This design comes from an exercise in tuning for small area on the open sky130 flow, not from production work. In this exercise RTL edits were held to simulation tests only and were not proved equivalent to the original. Power is estimated from default activity; no workload was simulated.

Design fmap_core, start of the top module:
module fmap_core (
	input  logic        i_clk,
	input  logic        i_rst_n,
	input  logic        i_op_valid,
	input  logic [3:0]  i_op_mode,
	output logic        o_op_ready,
	input  logic        i_in_valid,
	input  logic [7:0]  i_in_data,
	output logic        o_in_ready,
	output logic        o_out_valid,
	output logic [12:0] o_out_data
);
	localparam int WW = 34;   
	function automatic [16:0] radd(input logic [16:0] a, input logic [16:0] b);
		logic c;
		c = 1'b0;
		for (int i = 0; i < 17; i++) begin
			radd[i] = a[i] ^ b[i] ^ c;
			c       = (a[i] & b[i]) | (a[i] & c) | (b[i] & c);
		end
	endfunction
	function automatic [17:0] raddc(input logic [16:0] a, input logic [16:0] b, input logic ci, input int n);
		logic c;
		c = ci;
		raddc = '0;
		for (int i = 0; i < 17; i++) begin
			if (i < n) begin
				raddc[i] = a[i] ^ b[i] ^ c;
				c        = (a[i] & b[i]) | (a[i] & c) | (b[i] & c);
			end
		end
		raddc[17] = c;
	endfunction
	function automatic [10:0] rinc(input logic [10:0] a, input logic ci);
		logic c;
		c = ci;
		for (int i = 0; i < 11; i++) begin
			rinc[i] = a[i] ^ c;
			c       = a[i] & c;
		end
	endfunction
	function automatic [16:0] radd3(input logic [16:0] a, input logic [16:0] b, input logic [16:0] c);
		logic [16:0] s, k;
		for (int i = 0; i < 17; i++) begin
			s[i] = a[i] ^ b[i] ^ c[i];
			k[i] = (a[i] & b[i]) | (a[i] & c[i]) | (b[i] & c[i]);
		end
		radd3 = radd(s, {k[15:0], 1'b0});
	endfunction
	localparam logic [2:0] S_IDLE = 3'd0, S_FETCH = 3'd1, S_EXEC = 3'd2,
	                       S_LOAD = 3'd3, S_CONV = 3'd4;
	logic [2:0]  state;
	logic [4:0]  t;           
	logic        op_take;
	logic        conv_take;
	logic        load_last;
	logic [3:0]  prod_cnt;
	logic [10:0] cons_cnt;    
	logic        accept;
	assign o_op_ready  = (state == S_EXEC);
	assign o_in_ready  = (state == S_LOAD);
	assign op_take     = o_op_ready && i_op_valid;
	assign conv_take   = op_take && (i_op_mode == 4'd7);
	assign accept      = o_in_ready && i_in_valid;
	assign load_last   = accept && (prod_cnt == 4'd15) && (cons_cnt[10:4] == 7'd127);
	assign o_out_valid = (state == S_CONV) && (t >= 5'd17);
	always_ff @(posedge i_clk or negedge i_rst_n) begin
		if (!i_rst_n) begin
  ...
Size: ~3700 cells after synthesis, about 32 I/O pins, about 0.060 mm2 of cells after synthesis.
==> flow/config.mk <==
export PLATFORM = sky130hd
export DESIGN_NAME = fmap_core
export DESIGN_NICKNAME = fmap_core
export VERILOG_FILES = /design/flow/design.v
export SDC_FILE = /design/flow/constraint.sdc
export NUM_CORES = 4
export LEC_CHECK = 0
export CAP_MARGIN = 20
export CORE_MARGIN = 2
export CORE_UTILIZATION = 70
export PLACE_DENSITY = 0.8
export SLEW_MARGIN = 20
==> flow/constraint.sdc <==
create_clock -name core_clock -period 8.0 [get_ports {i_clk}]
set_input_delay 1.6000 -clock core_clock [delete_from_list [all_inputs] [get_ports {i_clk}]]
set_output_delay 1.6000 -clock core_clock [all_outputs]
set_load 0.01 [all_outputs]
standard.sh (not shown) runs the stock make flow with config.mk's settings and CLKGATE_MAP_FILE= SYNTH_SCRIPT=/design/flow/synth_recipe.tcl, a recipe that flattens the netlist after the stock synthesis.
==> flow/flow/run.sh <==
#!/bin/bash
# The standard layout (standard.sh: ORFS synthesis to final layout, unchanged),
# with two changes:
# - clock tree synthesis uses sink clusters of at most 11 flip-flops within
#   38 um, driven by clkbuf_4, and adds no dummy loads to balance the tree;
# - the buffer given to every input and output port is buf_1.
set -euo pipefail
export CTS_ARGS="-sink_clustering_enable -repair_clock_nets -dont_use_dummy_load -sink_clustering_size 11 -sink_clustering_max_diameter 38 -buf_list sky130_fd_sc_hd__clkbuf_4"
export BUFFER_PORTS_ARGS="-inputs -outputs -buffer_cell sky130_fd_sc_hd__buf_1"
bash standard.sh > standard.log 2>&1
The starting point finished clean.
==> next run, changes <==
--- a/flow/design.v
+++ b/flow/design.v
@@ -173,24 +173,26 @@
 	logic [WW-1:0] last [4];   
 	logic [11:0]   cons_old;
 	logic [11:0]   cons_sum;
 	assign cons_ch = cons_cnt[10:6];
 	assign cons_q  = cons_cnt[5:4];
 	assign f_a     = (cons_ch[4:3] == 2'd0);
 	assign f_b     = (cons_ch[4:3] == 2'd1);
 	assign f_c     = cons_ch[4];
 	assign fresh   = (cons_ch[2:0] == 3'd0) && !(cons_ch[4] && cons_ch[3]);
-	logic [WW-1:0] cons_word;
-	assign cons_word = head[cons_q];
-	assign cons_old  = fresh ? 12'd0 :
-	                   f_a   ? {1'b0, cons_word[10:0]} :
-	                   f_b   ? {1'b0, cons_word[21:11]} :
-	                           cons_word[33:22];
+	always_comb begin
+		cons_old = 12'd0;
+		for (int q = 0; q < 4; q++) begin
+			if (cons_q == 2'(q) && f_a && !fresh) cons_old = cons_old | {1'b0, head[q][10:0]};
+			if (cons_q == 2'(q) && f_b && !fresh) cons_old = cons_old | {1'b0, head[q][21:11]};
+			if (cons_q == 2'(q) && f_c && !fresh) cons_old = cons_old | head[q][33:22];
+		end
+	end
 	assign cons_sum  = 12'(radd({5'd0, cons_old}, {9'd0, cons_byte}));
 	for (genvar q = 0; q < 4; q++) begin : g_ring
 		logic [16*WW-1:0] ring;   
 		logic             hit;
 		assign head[q] = ring[WW-1:0];
 		assign last[q] = ring[16*WW-1:15*WW];
 		assign hit     = cons && (cons_q == 2'(q));
 		assign tail[q][10:0]  = (hit && f_a) ? cons_sum[10:0] : ring[10:0];
 		assign tail[q][21:11] = (hit && f_b) ? cons_sum[10:0] : ring[21:11];
Result: Clock-buffer cell count grows by 3. Final area grows slightly. Core utilization grows by 0.15 points. Worst hold slack is worse by 0.049 ns. Via count grows by a few percent. Power grows by about a fifth. Wire length grows slightly. First-iteration DRC count grows by roughly a tenth. Area after synthesis stays flat. Non-clock buffer count grows by 14. Critical path depth shrinks by 2.

## re-timing with driven ports
The results above use ideal ports. As a check the final layouts listed here were re-extracted and re-timed, cells and wires unchanged.
Step 1 (the two cells are an assumption about what drives the block):
set clk [get_ports {i_clk}]
set_driving_cell -lib_cell sky130_fd_sc_hd__clkbuf_16 $clk
set_driving_cell -lib_cell sky130_fd_sc_hd__buf_2 [delete_from_list [all_inputs] $clk]
Step 2 adds t to the input delays and takes it off the output delays; t is the mean of the earliest and latest rising clock arrival at the registers after step 1. Input paths then give back, and output paths get back, about the clock's delay inside the block.
Slacks: ideal / step 1 / step 2; pairs: ideal / step 1.
run	shift t [ns]	setup slack, ns	worst setup path at the end	clock arrival spread, ns	worst data-port slew with drivers (ns)
the first run	1.197	0.297 / 0.297 / 0.297	register to register	0.102 / 0.102	0.03
the second run	1.183	0.184 / 0.184 / 0.184	register to register	0.129 / 0.129	0.04
After both steps setup and hold are still met in every run listed.
